This is an optimization exercise on Yosys and OpenROAD, whose aim is small area, not a production implementation.
In this exercise RTL edits were held to simulation tests only and were not proved equivalent to the original.
Power is estimated from default activity; no workload was simulated.

### flow/design.v
module fract_resampler #(
    parameter int WIDTH   = 16,
    parameter int PHASE_W = 12,
    parameter int SR_BASE = 192
) (
    input  logic                 i_clk,
    input  logic                 i_rst_n,
    input  logic                 i_clear,
    input  logic [WIDTH-1:0]     i_din_i,
    input  logic [WIDTH-1:0]     i_din_q,
    input  logic                 i_din_vld,
    output logic                 o_rdy,
    output logic [2*WIDTH-1:0]   o_tdata,
    output logic                 o_tvalid,
    input  logic                 i_rdy,
    input  logic                 i_set_stb,
    input  logic [7:0]           i_set_addr,
    input  logic [31:0]          i_set_data,
    output logic [31:0]          o_out_cnt
);
    localparam int PROD_W = WIDTH + PHASE_W + 2;
    localparam logic [PHASE_W:0] STEP_ONE = {1'b1, {PHASE_W{1'b0}}};
    localparam logic signed [PROD_W-1:0] HALF = PROD_W'(1) << (PHASE_W - 1);
    typedef struct packed {
        logic [WIDTH-1:0] i;
        logic [WIDTH-1:0] q;
    } iq_t;
    typedef enum logic [2:0] {S_FILL, S_CALC, S_OUT, S_LOAD, S_BYP} state_t;
    logic [1:0] rst_sync;
    logic       rst_int_n;
    state_t                     state;
    logic                       bypass;
    logic [PHASE_W:0]           step;
    logic [PHASE_W:0]           step_new;
    logic [PHASE_W-1:0]         mu;
    logic [PHASE_W:0]           mu_sum;
    logic signed [PHASE_W:0]    mu_s;
    iq_t                        x0;
    iq_t                        x1;
    iq_t                        din;
    logic signed [WIDTH:0]      diff_i;
    logic signed [WIDTH:0]      diff_q;
    logic signed [PROD_W-1:0]   prod_i;
    logic signed [PROD_W-1:0]   prod_q;
    logic signed [PROD_W-1:0]   prod_nxt_i;
    logic signed [PROD_W-1:0]   prod_nxt_q;
    logic [WIDTH-1:0]           y_i;
    logic [WIDTH-1:0]           y_q;
    logic                       fill_cnt;
    logic                       out_vld;
    logic [31:0]                out_cnt;
    logic                       in_xfer;
    logic                       out_xfer;
    logic                       step_wr;
    logic                       mode_wr;
    logic                       byp_next;
    logic                       cnt_clr;
    logic                       do_clr;
    always_ff @(posedge i_clk or negedge i_rst_n) begin
        if (!i_rst_n) begin
            rst_sync <= 2'b00;
        end else begin
            rst_sync <= {rst_sync[0], 1'b1};
        end
    end
    assign rst_int_n = rst_sync[1];
    assign din      = {i_din_i, i_din_q};
    assign o_rdy    = (state == S_FILL) || (state == S_LOAD) ||
                      ((state == S_BYP) && (!out_vld || i_rdy));
    assign in_xfer  = i_din_vld && o_rdy;
    assign out_xfer = out_vld && i_rdy;
    assign step_wr  = i_set_stb && (i_set_addr == 8'(SR_BASE));
    assign mode_wr  = i_set_stb && (i_set_addr == 8'(SR_BASE + 1));
    assign byp_next = mode_wr ? i_set_data[0] : bypass;
    assign cnt_clr  = i_clear || (mode_wr && i_set_data[1]);
    assign do_clr   = cnt_clr || (mode_wr && (i_set_data[0] != bypass));
    always_comb begin
        step_new = i_set_data[PHASE_W:0];
        if (i_set_data == 32'd0) begin
            step_new = (PHASE_W+1)'(1);
        end else if (i_set_data > 32'(STEP_ONE)) begin
            step_new = STEP_ONE;
        end
    end
    assign diff_i     = $signed({x1.i[WIDTH-1], x1.i}) - $signed({x0.i[WIDTH-1], x0.i});
    assign diff_q     = $signed({x1.q[WIDTH-1], x1.q}) - $signed({x0.q[WIDTH-1], x0.q});
    assign mu_s       = $signed({1'b0, mu});
    assign prod_nxt_i = PROD_W'(diff_i) * PROD_W'(mu_s);
    assign prod_nxt_q = PROD_W'(diff_q) * PROD_W'(mu_s);
    assign mu_sum     = {1'b0, mu} + step;
    assign y_i = x0.i + WIDTH'((prod_i + HALF) >>> PHASE_W);
    assign y_q = x0.q + WIDTH'((prod_q + HALF) >>> PHASE_W);
    assign o_tdata   = out_vld ? {y_i, y_q} : '0;
    assign o_tvalid  = out_vld;
    assign o_out_cnt = out_cnt;
    always_ff @(posedge i_clk or negedge rst_int_n) begin
        if (!rst_int_n) begin
            state    <= S_FILL;
            bypass   <= 1'b0;
            step     <= STEP_ONE;
            mu       <= '0;
            x0       <= '0;
            x1       <= '0;
            prod_i   <= '0;
            prod_q   <= '0;
            fill_cnt <= 1'b0;
            out_vld  <= 1'b0;
            out_cnt  <= '0;
        end else begin
            if (step_wr) begin
                step <= step_new;
            end
            if (mode_wr) begin
                bypass <= i_set_data[0];
            end
            if (cnt_clr) begin
                out_cnt <= '0;
            end else if (out_xfer) begin
                out_cnt <= out_cnt + 32'd1;
            end
            if (do_clr) begin
                state    <= byp_next ? S_BYP : S_FILL;
                mu       <= '0;
                x0       <= '0;
                x1       <= '0;
                prod_i   <= '0;
                prod_q   <= '0;
                fill_cnt <= 1'b0;
                out_vld  <= 1'b0;
            end else begin
                case (state)
                    S_FILL: begin
                        if (in_xfer) begin
                            x0       <= x1;
                            x1       <= din;
                            fill_cnt <= 1'b1;
                            if (fill_cnt) begin
                                fill_cnt <= 1'b0;
                                mu       <= '0;
                                state    <= S_CALC;
                            end
                        end
                    end
                    S_CALC: begin
                        prod_i  <= prod_nxt_i;
                        prod_q  <= prod_nxt_q;
                        out_vld <= 1'b1;
                        state   <= S_OUT;
                    end
                    S_OUT: begin
                        if (out_xfer) begin
                            out_vld <= 1'b0;
                            mu      <= mu_sum[PHASE_W-1:0];
                            state   <= mu_sum[PHASE_W] ? S_LOAD : S_CALC;
                        end
                    end
                    S_LOAD: begin
                        if (in_xfer) begin
                            x0    <= x1;
                            x1    <= din;
                            state <= S_CALC;
                        end
                    end
                    S_BYP: begin
                        if (in_xfer) begin
                            x0      <= din;
                            out_vld <= 1'b1;
                        end else if (out_xfer) begin
                            out_vld <= 1'b0;
                        end
                    end
                    default: begin
                        state <= S_FILL;
                    end
                endcase
            end
        end
    end
endmodule
### flow/run.sh
#!/bin/bash
# synth_recipe.tcl (not shown) runs the flow's synth.tcl, then flattens the netlist and writes it again
# the make line also repeats each setting of config.mk as NAME=value (left out here)
make -C /OpenROAD-flow-scripts/flow DESIGN_CONFIG=/design/flow/config.mk WORK_HOME=/design/flow/orfs CLKGATE_MAP_FILE= SYNTH_SCRIPT=/design/flow/synth_recipe.tcl finish
### flow/config.mk
export PLATFORM = sky130hd
export DESIGN_NAME = fract_resampler
export DESIGN_NICKNAME = fract_resampler
export VERILOG_FILES = /design/flow/design.v
export SDC_FILE = /design/flow/constraint.sdc
export NUM_CORES = 4
export LEC_CHECK = 0
export CAP_MARGIN = 20
export CORE_MARGIN = 2
export CORE_UTILIZATION = 40
export SLEW_MARGIN = 20
### flow/constraint.sdc
create_clock -name core_clock -period 9.5 [get_ports {i_clk}]
set_input_delay 1.9000 -clock core_clock [delete_from_list [all_inputs] [get_ports {i_clk}]]
set_output_delay 1.9000 -clock core_clock [all_outputs]
set_load 0.01 [all_outputs]
==> impl_metrics.json <==
{
  "dominantRegCellSynth": "sky130_fd_sc_hd__dfrtp_1",
  "final_worst_path_period_share_pct": 87.9,
  "synth.area.top_cells": "sky130_fd_sc_hd__fa_1, sky130_fd_sc_hd__dfrtp_1, sky130_fd_sc_hd__ha_1",
  "cts_buffer_depth": 2,
  "rsz0062_at_grt": "false",
  "timing.critical_path.slowest_cell_delay_ns": 0.87,
  "number_of_nets_in_the_final_layout": 3693,
  "synth_top_area_cell": "sky130_fd_sc_hd__fa_1",
  "cp-start-kind": "flip-flop",
  "cts_tree": "built",
  "yosys-top-cells-count": "sky130_fd_sc_hd__inv_1, sky130_fd_sc_hd__fa_1, sky130_fd_sc_hd__nand2_1",
  "critical-path-slowest-cell": "sky130_fd_sc_hd__o31ai_2",
  "clock_latency_ns": 0.46,
  "ctsRootBufferMaster": "sky130_fd_sc_hd__clkbuf_16",
  "gr-total-overflow": 0,
  "drt-wirelength-per-cell_um": 17.6,
  "grt-busiest-layer": "met2",
  "floorplan.initialDensity_pct": 40.6,
  "fin_setup_tns_ns": 0,
  "peakVddDrop_uv": 141,
  "synth_adder_area_share_pct": 37.7,
  "setup_viol": 0,
  "syn_area_sq_mm": 0.0257,
  "gr-usage-all-layers_pct": 21.7,
  "critical_path.most_common_cell": "sky130_fd_sc_hd__fa_1",
  "register_clock_pin_slew_on_the_reported_worst_setup_and_hold_paths_ns": 0.08,
  "grt_util_met2_pct": 40.5,
  "antenna_found_initial": 2,
  "cts-buffers-inserted": 17,
  "count_of_state_elements_after_synthesis": 163,
  "finish.instance_area_sq_mm": 0.0286,
  "worst_ep_required_time_ns": 9.86,
  "synth.area.mux_share_pct": 1.42,
  "vias_per_cell": 5.24,
  "cts_setup_buffers": 0,
  "die_width_um": 257,
  "synthCells": 2982,
  "syn-mean-instance-area_sq_um": 8.61,
  "drt_iter0_markers": 1063,
  "routability_congestion_estimate_from_global_placement": 0.855,
  "critical_path_peak_fanout": 17,
  "dpl.hpwl_um": 54300,
  "fin_hold_ws_ns": 0.318,
  "yosys.cell_count.top_type": "sky130_fd_sc_hd__inv_1",
  "drt-total-wl_um": 69000,
  "dr.pass1.iters": 7,
  "core.rowCount": 92,
  "total_power_w": 0.00241,
  "post_synthesis_to_final_layout_area_growth_pct": 11.5,
  "synth-edff-count": 0,
  "path_class": "reg -> reg",
  "htree_num_levels": 4,
  "fmaxAchievable_mhz": 120,
  "dieArea_sq_mm": 0.0662,
  "synth-xor-area-share_pct": 5.12,
  "largest_net_degree_at_the_start_of_global_routing": 74,
  "timing_max_transition_violations_final": 0,
  "synth_simple_gate_area_share_pct": 19.0,
  "synthDominantCellAreaShare_pct": 28.0,
  "wire_length_of_the_first_global_routing_pass_um": 116000,
  "cts_hold_repair.buffers": 0,
  "coreArea_sq_mm": 0.0633,
  "period_minus_slack_ns": 8.35,
  "maxCapViolCount": 0,
  "num_vias": 20500,
  "skew_ns": 0.0209,
  "number_of_input_and_output_port_buffers_inserted": 143,
  "ctsResizeCount": 0,
  "synth_top_family_by_area": "adder cells",
  "yosys_warnings": 1,
  "antenna-diode-count": 0,
  "power_density_mw_per_mm2": 84.2,
  "met1_grt_util_pct": 26.8,
  "final.setup.worst_slack_ns": 1.15,
  "antenna_left": 0,
  "synth_seq_area_share_pct": 15.9,
  "crit_path_end_kind": "flip-flop",
  "async_reset_ff_share_pct": 100,
  "floorplan.die.height_um": 257,
  "postPlaceCellArea_sq_mm": 0.0280,
  "synth_nets": 3618,
  "grt_use_met3_pct": 2.10,
  "p_leak_nw": 13.8,
  "clock_sink_count": 163,
  "route.detailed.drc": 0,
  "detailedPlace.worstSlack_ns": 1.18,
  "final_hold_viol_count": 0,
  "first_global_vias": 22300,
  "timing.max_slew.rel_slack_pct": 24.3,
  "worstReg2RegStart": "x1[16]",
  "hp-class": "reg -> async",
  "fillers": 6248,
  "netlist-cell-type-count": 80,
  "worst_slew_pin_slew_ns": 1.13,
  "cp-startpoint": "x1[16]",
  "layout-drive-gt1-share_pct": 3.75,
  "synth_compound_gate_area_share_pct": 11.1,
  "pin_count": 144,
  "worstPathArrival_ns": 8.71,
  "run_status": "finished clean"
}
==> kinds of logic after synthesis <==
group                    count (synthesis)
buffers and inverters                  670
other                                    1
XOR/XNOR                               147
multiplexers                            36
AO/OA/AOI/OAI                          425
AND/OR/NAND/NOR                        982
adder cells (fa/ha/maj)                558
flip-flops                             163
==> layout by cell type (no fill, tap or decap), types with 6 or more instances in the layout <==
cell type,n
sky130_fd_sc_hd__nand2b_1,30
sky130_fd_sc_hd__clkbuf_16,17
sky130_fd_sc_hd__nand4_1,14
sky130_fd_sc_hd__a21oi_1,119
sky130_fd_sc_hd__a21boi_0,12
sky130_fd_sc_hd__nand2_1,333
sky130_fd_sc_hd__nand3_1,51
sky130_fd_sc_hd__ha_1,199
sky130_fd_sc_hd__nor2b_1,44
sky130_fd_sc_hd__xor2_1,43
sky130_fd_sc_hd__mux2i_1,32
sky130_fd_sc_hd__o21ai_0,74
sky130_fd_sc_hd__and3_1,16
sky130_fd_sc_hd__xnor2_1,102
sky130_fd_sc_hd__and4_1,7
sky130_fd_sc_hd__a211oi_1,42
sky130_fd_sc_hd__fa_1,359
sky130_fd_sc_hd__clkdlybuf4s50_1,143
sky130_fd_sc_hd__a31oi_1,7
sky130_fd_sc_hd__dfrtp_1,160
sky130_fd_sc_hd__and2_1,171
sky130_fd_sc_hd__o21bai_1,6
sky130_fd_sc_hd__o22ai_1,8
sky130_fd_sc_hd__nor3b_1,12
sky130_fd_sc_hd__o21a_1,24
sky130_fd_sc_hd__buf_4,46
sky130_fd_sc_hd__o31ai_1,25
sky130_fd_sc_hd__a21o_1,25
sky130_fd_sc_hd__inv_1,537
sky130_fd_sc_hd__a22o_1,14
sky130_fd_sc_hd__o31a_1,16
sky130_fd_sc_hd__or3_1,32
sky130_fd_sc_hd__o211ai_1,10
sky130_fd_sc_hd__nand3b_1,10
sky130_fd_sc_hd__nor3_1,54
sky130_fd_sc_hd__nor2_1,165
sky130_fd_sc_hd__nor4_1,17
==> sequential cells by signal (all words and copies together) (netlist names) <==
| register | flops |
|---|---|
| out_vld | 1 |
| fill_cnt | 1 |
| bypass | 1 |
| mu | 12 |
| state | 3 |
| rst_sync | 2 |
| step | 13 |
| x1 | 32 |
| x0 | 32 |
| out_cnt | 32 |
| prod_q | 17 |
| prod_i | 17 |
==> final timing paths <==
path | to | slack, ns | cells after the start
max | prod_i[27] | 1.15 | 28
max in group asynchronous | prod_q[15] | 7.05 | 2
min | out_cnt[9] | 0.32 | 0
min in group core_clock | rst_sync[1] | 0.37 | 0
min reg2reg | out_cnt[9] | 0.32 | 0
max reg2reg | prod_i[27] | 1.15 | 28
==> metrics by stage <==
step | util [%] | cells
after global placement | 44.3 | 3884
after CTS | 45.2 | 3916
after detailed placement | 44.3 | 3884
after global routing | 45.2 | 3916
final | 45.2 | 3916
after floorplan | - | 2982
==> where the power goes <==
part	leakage [nW]	switching, W	internal (W)
combinational	11.3	0.000647	0.000295
clock	0.284	0.000356	0.000353
sequential	2.22	0.0000346	0.000725
==> worst max-delay path: cells and delay by family, from the launching register on <==
kind	cells	cell delay, ns
adder cells (fa/ha/maj)	8	3.35
buffers and inverters	4	0.50
AO/OA/AOI/OAI	8	2.53
flip-flops	1	0.38
AND/OR/NAND/NOR	8	1.47
==> final cells by class <==
class	instances	area, sq um	area share [%]
Multi-Input combinational cell	2149	19100	66.7
Tap cell	846	1060	3.70
Inverter	537	2020	7.04
Clock inverter	14	156	0.546
Sequential cell	163	4090	14.3
Clock buffer	18	429	1.50
Timing Repair Buffer	189	1780	6.21
==> per-layer routing <==
layer / up-vias / share of wire (%)
met5: - / 0
met4: 0 / 1.8
li1: 9647 / -
met1: 10400 / 42
met3: 78 / 3.2
met2: 398 / 53

-- afterwards: timing with drivers on the ports --
The flow's constraints put no driver on any port. The routed layout listed below was extracted and timed again, unchanged, in two steps. Step 1 assumes that a clkbuf_16 drives the clock port and a buf_2 every other input. Step 2 adds t to the input delays and takes it off the output delays; t is the mean of the earliest and latest rising clock arrival at the registers after step 1. Input paths then give back, and output paths get back, about the clock's delay inside the block. a / b / c = ideal / step 1 / step 2; a / b = the first two.
shift t [ns]: 0.512
slack for setup (ns): 1.149 / 1.149 / 1.149
clock arrival spread, ns: 0.021 / 0.022
worst slew at a driven data input, ns: 0.07
pins driven straight from the clock port: 1
After both steps this run still meets setup and hold. The setup slack of this run moves by 0.000 ns with the drivers and by 0.000 ns with both steps.
